Source: an optimization exercise on an open RTL-to-GDS flow (aim: small area, a short achievable clock period and few clock cycles). Production flows keep margins and buffers that such runs may drop. Only simulation tests tie the RTL to the original design; equivalence was not proved.

== the reference run ==
==> flow/design.v <==
module ex_stage #(
  parameter int unsigned DATA_W    = 32,
  parameter int unsigned STALL_IDX = 3
) (
  input  logic              clk,
  input  logic              rst,
  input  logic [5:0]        stall,
  input  logic [4:0]        exALUop,
  input  logic [DATA_W-1:0] exReg1,
  input  logic [DATA_W-1:0] exReg2,
  input  logic [4:0]        exRS1,
  input  logic [4:0]        exRS2,
  input  logic [4:0]        exWriteNum,
  input  logic              exWriteReg,
  input  logic              memWriteReg,
  input  logic [4:0]        memWriteNum,
  input  logic [DATA_W-1:0] memResult,
  input  logic              wbWriteReg,
  input  logic [4:0]        wbWriteNum,
  input  logic [DATA_W-1:0] wbResult,
  output logic [DATA_W-1:0] exResult,
  output logic [4:0]        exWriteNumOut,
  output logic              exWriteRegOut,
  output logic              stallreq
);
  localparam int unsigned DIV_K   = 3;             
  localparam int unsigned DIV_CYC = 33 / DIV_K;    
  localparam logic [4:0] OP_ADD  = 5'd1,  OP_SUB  = 5'd2,  OP_AND  = 5'd3,  OP_OR   = 5'd4;
  localparam logic [4:0] OP_XOR  = 5'd5,  OP_SLL  = 5'd6,  OP_SRL  = 5'd7,  OP_SRA  = 5'd8;
  localparam logic [4:0] OP_SLT  = 5'd9,  OP_SLTU = 5'd10, OP_MUL  = 5'd11, OP_DIV  = 5'd12;
  localparam logic [4:0] OP_DIVU = 5'd13, OP_REM  = 5'd14, OP_REMU = 5'd15;
  typedef enum logic [1:0] {IDLE, MUL, DIV, DOUT} state_t;
  state_t state;
  function automatic logic [63:0] bk_carry(input logic [63:0] a, input logic [63:0] b,
                                           input logic cin, input int W);
    logic [63:0] g, p;
    g = a & b;
    p = a ^ b;
    g[0] = g[0] | (p[0] & cin);
    for (int d = 1; d < W; d = d * 2)
      for (int i = 2*d - 1; i < W; i = i + 2*d) begin
        g[i] = g[i] | (p[i] & g[i-d]);
        p[i] = p[i] & p[i-d];
      end
    for (int d = 32; d >= 1; d = d / 2)
      for (int i = 3*d - 1; i < W; i = i + 2*d) begin
        g[i] = g[i] | (p[i] & g[i-d]);
        p[i] = p[i] & p[i-d];
      end
    bk_carry = {g[62:0], cin};
  endfunction
  function automatic logic [31:0] cneg(input logic n, input logic [31:0] x);
    logic [63:0] c;
    c = bk_carry({32'd0, ~x}, 64'd0, 1'b1, 32);
    cneg = n ? (~x ^ c[31:0]) : x;
  endfunction
  logic [31:0] op1, op2;
  logic        unused_stall;
  assign unused_stall = ^stall;
  always_comb begin : fwd
    op1 = exReg1;
    if (memWriteReg && memWriteNum == exRS1 && exRS1 != 5'd0)    op1 = memResult;
    else if (wbWriteReg && wbWriteNum == exRS1 && exRS1 != 5'd0) op1 = wbResult;
    op2 = exReg2;
    if (memWriteReg && memWriteNum == exRS2 && exRS2 != 5'd0)    op2 = memResult;
    else if (wbWriteReg && wbWriteNum == exRS2 && exRS2 != 5'd0) op2 = wbResult;
  end
  logic        is_sub;
  logic [32:0] sum;
  logic        lt_s, lt_u;
  logic [31:0] sh_in, sh_rev, sh_out, sh_res;
  logic [63:0] sh_wide;
  logic        is_sll, sh_fill;
  logic [31:0] alu_res;
  assign is_sub = (exALUop == OP_SUB) || (exALUop == OP_SLT) || (exALUop == OP_SLTU);
  assign sum    = {1'b0, op1} + {1'b0, is_sub ? ~op2 : op2} + {32'd0, is_sub};
  assign lt_u   = !sum[32];
  assign lt_s   = (op1[31] ^ op2[31]) ? op1[31] : sum[31];
  assign is_sll  = (exALUop == OP_SLL);
  assign sh_fill = (exALUop == OP_SRA) & op1[31];
  always_comb begin
    for (int i = 0; i < 32; i++) sh_rev[i] = op1[31-i];
  end
  assign sh_in   = is_sll ? sh_rev : op1;
  assign sh_wide = {{32{sh_fill}}, sh_in} >> op2[4:0];
  assign sh_out  = sh_wide[31:0];
  always_comb begin
    for (int i = 0; i < 32; i++) sh_res[i] = is_sll ? sh_out[31-i] : sh_out[i];
  end
  always_comb begin : alu
    alu_res = '0;
    case (exALUop)
      OP_ADD, OP_SUB:          alu_res = sum[31:0];
      OP_AND:                  alu_res = op1 & op2;
      OP_OR:                   alu_res = op1 | op2;
      OP_XOR:                  alu_res = op1 ^ op2;
      OP_SLL, OP_SRL, OP_SRA:  alu_res = sh_res;
      OP_SLT:                  alu_res = {31'd0, lt_s};
      OP_SLTU:                 alu_res = {31'd0, lt_u};
      default:                 alu_res = '0;
    endcase
  end
  logic [31:0] ra, rr;
  logic [32:0] rq;
  logic [3:0]  cnt;
  logic        want_q, neg_q, neg_r, d_cin;
  logic is_mul, is_div, is_signed, a_neg, b_neg;
  assign is_mul    = (exALUop == OP_MUL);
  assign is_div    = (exALUop == OP_DIV) || (exALUop == OP_DIVU) ||
                     (exALUop == OP_REM) || (exALUop == OP_REMU);
  assign is_signed = (exALUop == OP_DIV) || (exALUop == OP_REM);
  assign a_neg     = is_signed & op1[31];
  assign b_neg     = is_signed & op2[31];
  logic [31:0] m_a, m_acc, prod;
  logic [7:0]  m_b;
  logic        m_p;
  assign m_a   = ra;
  assign m_b   = rq[31:24];
  assign m_p   = rq[23];
  assign m_acc = rr << 8;
  logic [31:0] pp [4];
  logic [31:0] hot;
  logic [8:0]  bb;
  assign bb = {m_b, m_p};
  always_comb begin
    hot = '0;
    for (int j = 0; j < 4; j++) begin
      logic b0, b1, b2, one, two, neg;
      logic [31:0] x;
      b0  = bb[2*j];
      b1  = bb[2*j+1];
      b2  = bb[2*j+2];
      one = b0 ^ b1;
      two = (b2 & !b1 & !b0) | (!b2 & b1 & b0);
      neg = b2 & !(b1 & b0);
      x   = (({32{one}} & m_a) | ({32{two}} & (m_a << 1))) ^ {32{neg}};
      pp[j]      = x << (2*j);
      hot[2*j]   = neg;
    end
  end
  function automatic logic [63:0] csa(input logic [31:0] x, input logic [31:0] y, input logic [31:0] z);
    logic [31:0] s, c;
    s = x ^ y ^ z;
    c = ((x & y) | (x & z) | (y & z)) << 1;
    csa = {s, c};
  endfunction
  logic [31:0] l1s0, l1c0, l1s1, l1c1, l2s, l2c, l3s, l3c;
  always_comb begin
    {l1s0, l1c0} = csa(pp[0], pp[1], pp[2]);
    {l1s1, l1c1} = csa(pp[3], m_acc, hot);
    {l2s, l2c}   = csa(l1s0, l1c0, l1s1);
    {l3s, l3c}   = csa(l2s, l2c, l1c1);
  end
  logic [63:0] m_c;
  assign m_c  = bk_carry({32'd0, l3s}, {32'd0, l3c}, 1'b0, 32);
  assign prod = l3s ^ l3c ^ m_c[31:0];
  logic mul_last;
  assign mul_last = (cnt == 4'd3);
  logic [31:0] d_r [DIV_K+1];
  logic [32:0] d_q [DIV_K+1];
  always_comb begin
    d_r[0] = rr;
    d_q[0] = rq;
    for (int i = 0; i < DIV_K; i++) begin
      logic [63:0] x, y, c;
      logic [33:0] diff;
      x    = {31'd0, d_r[i], d_q[i][32]};
      y    = {30'd0, 2'b11, ra};
      c    = bk_carry(x, y, d_cin, 34);
      diff = x[33:0] ^ y[33:0] ^ c[33:0];
      d_q[i+1] = {d_q[i][31:0], !diff[33]};
      d_r[i+1] = diff[33] ? {d_r[i][30:0], d_q[i][32]} : diff[31:0];
    end
  end
  logic [31:0] a_mag, b_add;
  logic        mul_keep, a_short, a_tiny;
  logic [31:0] x_in, m_in, q_in;
  assign a_mag    = cneg(a_neg, op1);
  assign b_add    = b_neg ? op2 : ~op2;
  assign mul_keep = is_mul & !(op2[31:16] != 16'd0 && op1[31:16] == 16'd0);
  assign x_in     = mul_keep ? op2 : a_mag;
  assign m_in     = mul_keep ? op1 : op2;
  assign a_short  = (x_in[31:16] == 16'd0);
  assign a_tiny   = a_short & (x_in[15:8] == 8'd0);
  assign q_in     = a_tiny ? {x_in[7:0], 24'd0} : a_short ? {x_in[15:0], 16'd0} : x_in;
  logic [31:0] b_low, a_hi, a_top, b_cmp;
  logic        a_lt_b, quick, is_rem;
  assign b_low = ~b_add;
  assign a_hi  = op1 ^ {32{a_neg}};
  assign b_cmp = a_neg ? {1'b0, b_low[31:1]} : b_low;
  always_comb begin
    a_top[31] = a_hi[31];
    for (int i = 30; i >= 0; i--) a_top[i] = a_top[i+1] | a_hi[i];
  end
  assign a_lt_b = |(b_cmp & ~a_top);
  assign quick  = is_div & a_lt_b;
  assign is_rem = (exALUop == OP_REM) || (exALUop == OP_REMU);
  logic        div0, d_neg;
  logic [31:0] d_sel, div_res;
  assign div0    = d_cin & (ra == 32'hFFFF_FFFF);
  assign d_sel   = want_q ? (rq[31:0] | {32{div0}}) : rr;
  assign d_neg   = want_q ? (neg_q & !div0) : neg_r;
  assign div_res = cneg(d_neg, d_sel);
  always_comb begin : ctl
    stallreq = 1'b0;
    unique case (state)
      IDLE:    stallreq = is_mul | (is_div & !a_lt_b);
      MUL:     stallreq = !mul_last;
      DIV:     stallreq = 1'b1;
      DOUT:    stallreq = 1'b0;
      default: stallreq = 1'b0;
    endcase
    if (rst) stallreq = 1'b0;
  end
  always_ff @(posedge clk) begin : state_reg
    if (rst) state <= IDLE;
    else begin
      unique case (state)
        IDLE:    if (is_mul) state <= MUL; else if (is_div & !a_lt_b) state <= DIV;
        MUL:     if (mul_last && !stall[STALL_IDX]) state <= IDLE;
        DIV:     if (cnt == 4'(DIV_CYC - 1)) state <= DOUT;
        DOUT:    if (!stall[STALL_IDX]) state <= IDLE;
        default: state <= IDLE;
      endcase
    end
  end
  always_ff @(posedge clk) begin : data_regs
    unique case (state)
      IDLE: begin
        ra    <= is_mul ? m_in : b_add;
        rq    <= (is_div & a_short & !a_tiny) ? {2'b0, x_in[15:0], 15'd0} : {1'b0, q_in};
        rr    <= m_in & {32{is_mul & q_in[31]}};
        d_cin <= !b_neg;
        if (is_mul) cnt <= a_tiny ? 4'd3 : a_short ? 4'd2 : 4'd0;
        else        cnt <= a_tiny ? 4'(DIV_CYC - 3) : a_short ? 4'(DIV_CYC - 6) : 4'd0;
        if (!is_mul) begin
          want_q <= (exALUop == OP_DIV) || (exALUop == OP_DIVU);
          neg_q  <= a_neg ^ b_neg;
          neg_r  <= a_neg;
        end
      end
      MUL: if (!mul_last) begin
        cnt <= cnt + 4'd1;
        rq  <= rq << 8;
        rr  <= prod;
      end
      DIV: begin
        cnt <= cnt + 4'd1;
        rq  <= d_q[DIV_K];
        rr  <= d_r[DIV_K];
      end
      default: ;
    endcase
  end
  logic [31:0] res;
  always_comb begin
    unique case (state)
      MUL:     res = prod;
      DOUT:    res = div_res;
      default: res = alu_res | (op1 & {32{quick & is_rem}});
    endcase
  end
  assign exResult      = rst ? '0 : res;
  assign exWriteNumOut = exWriteNum;
  assign exWriteRegOut = !rst && exWriteReg && !stallreq;
endmodule
==> flow/config.mk <==
export PLATFORM = sky130hd
export DESIGN_NAME = ex_stage
export DESIGN_NICKNAME = ex_stage
export VERILOG_FILES = /design/flow/design.v
export SDC_FILE = /design/flow/constraint.sdc
export NUM_CORES = 4
export LEC_CHECK = 0
export ABC_AREA = 1
export CAP_MARGIN = 20
export CORE_MARGIN = 2
export CORE_UTILIZATION = 55
export PLACE_DENSITY = 0.7
export SETUP_SLACK_MARGIN = 5
export SLEW_MARGIN = 20
export TNS_END_PERCENT = 0
==> flow/constraint.sdc <==
create_clock -name core_clock -period 17.0 [get_ports {clk}]
set_input_delay 3.4000 -clock core_clock [delete_from_list [all_inputs] [get_ports {clk}]]
set_output_delay 3.4000 -clock core_clock [all_outputs]
set_load 0.01 [all_outputs]
standard.sh (not shown) runs the stock make flow with config.mk's settings and CLKGATE_MAP_FILE= SYNTH_SCRIPT=/design/flow/synth_recipe.tcl, a recipe that flattens the netlist after the stock synthesis.
==> flow/flow/run.sh <==
#!/bin/bash
# Own flow: the standard layout (standard.sh, unchanged synthesis and steps) with two
# settings changed on make's command line:
#  - ports are buffered with plain buf_1 cells (resizable later) instead of delay buffers.
set -euo pipefail
bash standard.sh SETUP_SLACK_MARGIN=8 \
  "BUFFER_PORTS_ARGS=-buffer_cell sky130_fd_sc_hd__buf_1" finish > flow_make.log 2>&1
Testbench counts of the reference run, summed over its fixed seeds: cycles 24,059.
#### Input delta (the trial run over the reference run)
--- a/flow/design.v
+++ b/flow/design.v
@@ -196,4 +196,6 @@
   assign quick  = is_div & a_lt_b;
   assign is_rem = (exALUop == OP_REM) || (exALUop == OP_REMU);
+  logic b_big;
+  assign b_big = is_div & (b_low[31:26] != 6'd0);
   logic        div0, d_neg;
   logic [31:0] d_sel, div_res;
@@ -229,9 +231,11 @@
       IDLE: begin
         ra    <= is_mul ? m_in : b_add;
-        rq    <= (is_div & a_short & !a_tiny) ? {2'b0, x_in[15:0], 15'd0} : {1'b0, q_in};
-        rr    <= m_in & {32{is_mul & q_in[31]}};
+        rq    <= b_big ? {a_mag[5:0], 27'd0} :
+                 (is_div & a_short & !a_tiny) ? {2'b0, x_in[15:0], 15'd0} : {1'b0, q_in};
+        rr    <= b_big ? {6'd0, a_mag[31:6]} : (m_in & {32{is_mul & q_in[31]}});
         d_cin <= !b_neg;
         if (is_mul) cnt <= a_tiny ? 4'd3 : a_short ? 4'd2 : 4'd0;
-        else        cnt <= a_tiny ? 4'(DIV_CYC - 3) : a_short ? 4'(DIV_CYC - 6) : 4'd0;
+        else        cnt <= b_big ? 4'(DIV_CYC - 2) : a_tiny ? 4'(DIV_CYC - 3) :
+                           a_short ? 4'(DIV_CYC - 6) : 4'd0;
         if (!is_mul) begin
           want_q <= (exALUop == OP_DIV) || (exALUop == OP_DIVU);
==> comparison <==
Tap cell count (higher): the trial run. In the trial run the maximum clock rate turned out 1.8% higher than in the reference run. Per the comparison of the trial run with the reference run, clock-buffer cell count about even; core utilization rose 0.47 points. Max sequential cell area fraction in the yosys report across the reference run and the trial run: the reference run. Changes observed in the trial run relative to the reference run: sequential cell count of the final layout essentially unchanged, quantity of hold-fixing buffers added after cts essentially unchanged. The sequential cell area share in the trial run sits 0.45 points below the value recorded for the reference run.
Testbench counts of the trial run, summed over its fixed seeds: cycles 22,718.

alpha:
RTL: the design.v shown in full above, as it stands there.
clock: 17.0 ns
lec_check: 0
abc_area: 1
cap_margin: 20
core_margin: 2
core_utilization: 50
setup_slack_margin: 5
slew_margin: 20
==> flow/flow/run.sh <==
#!/bin/bash
# Own flow: the standard layout (standard.sh, unchanged synthesis and steps), except that
# ports are buffered with plain buf_1 cells (resizable later) instead of delay buffers.
set -euo pipefail
bash standard.sh "BUFFER_PORTS_ARGS=-buffer_cell sky130_fd_sc_hd__buf_1" finish > flow_make.log 2>&1
Testbench counts of alpha, summed over its fixed seeds: cycles 24,059.
--- input diff alpha..beta ---
--- a/flow/design.v
+++ b/flow/design.v
@@ -24,6 +24,6 @@
   output logic              stallreq
 );
-  localparam int unsigned DIV_K   = 3;             
-  localparam int unsigned DIV_CYC = 33 / DIV_K;    
+  localparam int unsigned DIV_K   = 4;             
+  localparam int unsigned DIV_CYC = 32 / DIV_K;    
   localparam logic [4:0] OP_ADD  = 5'd1,  OP_SUB  = 5'd2,  OP_AND  = 5'd3,  OP_OR   = 5'd4;
   localparam logic [4:0] OP_XOR  = 5'd5,  OP_SLL  = 5'd6,  OP_SRL  = 5'd7,  OP_SRA  = 5'd8;
@@ -101,7 +101,6 @@
     endcase
   end
-  logic [31:0] ra, rr;
-  logic [32:0] rq;
-  logic [3:0]  cnt;
+  logic [31:0] ra, rq, rr;
+  logic [2:0]  cnt;
   logic        want_q, neg_q, neg_r, d_cin;
   logic is_mul, is_div, is_signed, a_neg, b_neg;
@@ -156,7 +155,7 @@
   assign prod = l3s ^ l3c ^ m_c[31:0];
   logic mul_last;
-  assign mul_last = (cnt == 4'd3);
+  assign mul_last = (cnt == 3'd3);
   logic [31:0] d_r [DIV_K+1];
-  logic [32:0] d_q [DIV_K+1];
+  logic [31:0] d_q [DIV_K+1];
   always_comb begin
     d_r[0] = rr;
@@ -165,10 +164,10 @@
       logic [63:0] x, y, c;
       logic [33:0] diff;
-      x    = {31'd0, d_r[i], d_q[i][32]};
+      x    = {31'd0, d_r[i], d_q[i][31]};
       y    = {30'd0, 2'b11, ra};
       c    = bk_carry(x, y, d_cin, 34);
       diff = x[33:0] ^ y[33:0] ^ c[33:0];
-      d_q[i+1] = {d_q[i][31:0], !diff[33]};
-      d_r[i+1] = diff[33] ? {d_r[i][30:0], d_q[i][32]} : diff[31:0];
+      d_q[i+1] = {d_q[i][30:0], !diff[33]};
+      d_r[i+1] = diff[33] ? {d_r[i][30:0], d_q[i][31]} : diff[31:0];
     end
   end
@@ -196,8 +195,10 @@
   assign quick  = is_div & a_lt_b;
   assign is_rem = (exALUop == OP_REM) || (exALUop == OP_REMU);
+  logic b_big;
+  assign b_big = is_div & (b_low[31:28] != 4'd0);
   logic        div0, d_neg;
   logic [31:0] d_sel, div_res;
   assign div0    = d_cin & (ra == 32'hFFFF_FFFF);
-  assign d_sel   = want_q ? (rq[31:0] | {32{div0}}) : rr;
+  assign d_sel   = want_q ? (rq | {32{div0}}) : rr;
   assign d_neg   = want_q ? (neg_q & !div0) : neg_r;
   assign div_res = cneg(d_neg, d_sel);
@@ -219,5 +220,5 @@
         IDLE:    if (is_mul) state <= MUL; else if (is_div & !a_lt_b) state <= DIV;
         MUL:     if (mul_last && !stall[STALL_IDX]) state <= IDLE;
-        DIV:     if (cnt == 4'(DIV_CYC - 1)) state <= DOUT;
+        DIV:     if (cnt == 3'(DIV_CYC - 1)) state <= DOUT;
         DOUT:    if (!stall[STALL_IDX]) state <= IDLE;
         default: state <= IDLE;
@@ -229,9 +230,10 @@
       IDLE: begin
         ra    <= is_mul ? m_in : b_add;
-        rq    <= (is_div & a_short & !a_tiny) ? {2'b0, x_in[15:0], 15'd0} : {1'b0, q_in};
-        rr    <= m_in & {32{is_mul & q_in[31]}};
+        rq    <= b_big ? {a_mag[3:0], 28'd0} : q_in;
+        rr    <= b_big ? {4'd0, a_mag[31:4]} : (m_in & {32{is_mul & q_in[31]}});
         d_cin <= !b_neg;
-        if (is_mul) cnt <= a_tiny ? 4'd3 : a_short ? 4'd2 : 4'd0;
-        else        cnt <= a_tiny ? 4'(DIV_CYC - 3) : a_short ? 4'(DIV_CYC - 6) : 4'd0;
+        if (is_mul) cnt <= a_tiny ? 3'd3 : a_short ? 3'd2 : 3'd0;
+        else        cnt <= b_big ? 3'(DIV_CYC - 1) : a_tiny ? 3'(DIV_CYC * 3 / 4) :
+                           a_short ? 3'(DIV_CYC / 2) : 3'd0;
         if (!is_mul) begin
           want_q <= (exALUop == OP_DIV) || (exALUop == OP_DIVU);
@@ -241,10 +243,10 @@
       end
       MUL: if (!mul_last) begin
-        cnt <= cnt + 4'd1;
+        cnt <= cnt + 3'd1;
         rq  <= rq << 8;
         rr  <= prod;
       end
       DIV: begin
-        cnt <= cnt + 4'd1;
+        cnt <= cnt + 3'd1;
         rq  <= d_q[DIV_K];
         rr  <= d_r[DIV_K];
==> notes.md <==
beta: all stages complete, timing, DRC and antenna checks passed
When the final numbers for alpha and beta were put side by side, the slew at the pin closest to its max-slew limit turned out to be greater in alpha.
Delta(worst setup timing slack at the placement stage, beta - alpha) < 0
Share of layout cells above drive strength 1 for beta is higher than for alpha.
Global-route usage in beta is 0.38 points lower than in alpha
Largest net degree at the start of global routing, alpha and beta: lower on alpha
alpha -> beta: overall via count from detail_route increased by a few percent
In the flow results for alpha and beta, the hold slack is larger on beta.
Testbench counts of beta, summed over its fixed seeds: cycles 22,081.

[static timing again, ports no longer ideal]
How much do the figures lean on ideal ports? The routed layouts below were timed once more, with nothing changed but the port constraints. Step 1 sets driving cells, clkbuf_16 on the clock port and buf_2 on the other inputs (assumed; they add their load-dependent delay and slew). Step 2, shift: input delay + t, output delay - t, t = (earliest + latest rising clock arrival at the registers) / 2. This alone moves slack from input paths to output paths. Slacks: ideal / step 1 / step 2; pairs: ideal / step 1.
run	t (ns)	setup WS [ns]	worst register clock-pin slew, ns	worst data-port slew with drivers (ns)	pins driven straight from the clock port
the reference run	0.419	4.928 / 4.905 / 4.905	0.08 / 0.08	0.07	1
the trial run	0.424	5.137 / 5.115 / 5.115	0.08 / 0.08	0.06	1
alpha	0.423	5.023 / 4.995 / 4.995	0.09 / 0.09	0.07	1
beta	0.420	5.186 / 5.160 / 5.160	0.09 / 0.09	0.08	1
After both steps setup and hold are still met in every run listed. For alpha, which loses most, drivers alone change the setup slack by -0.028 ns; drivers and shift together by -0.028 ns.
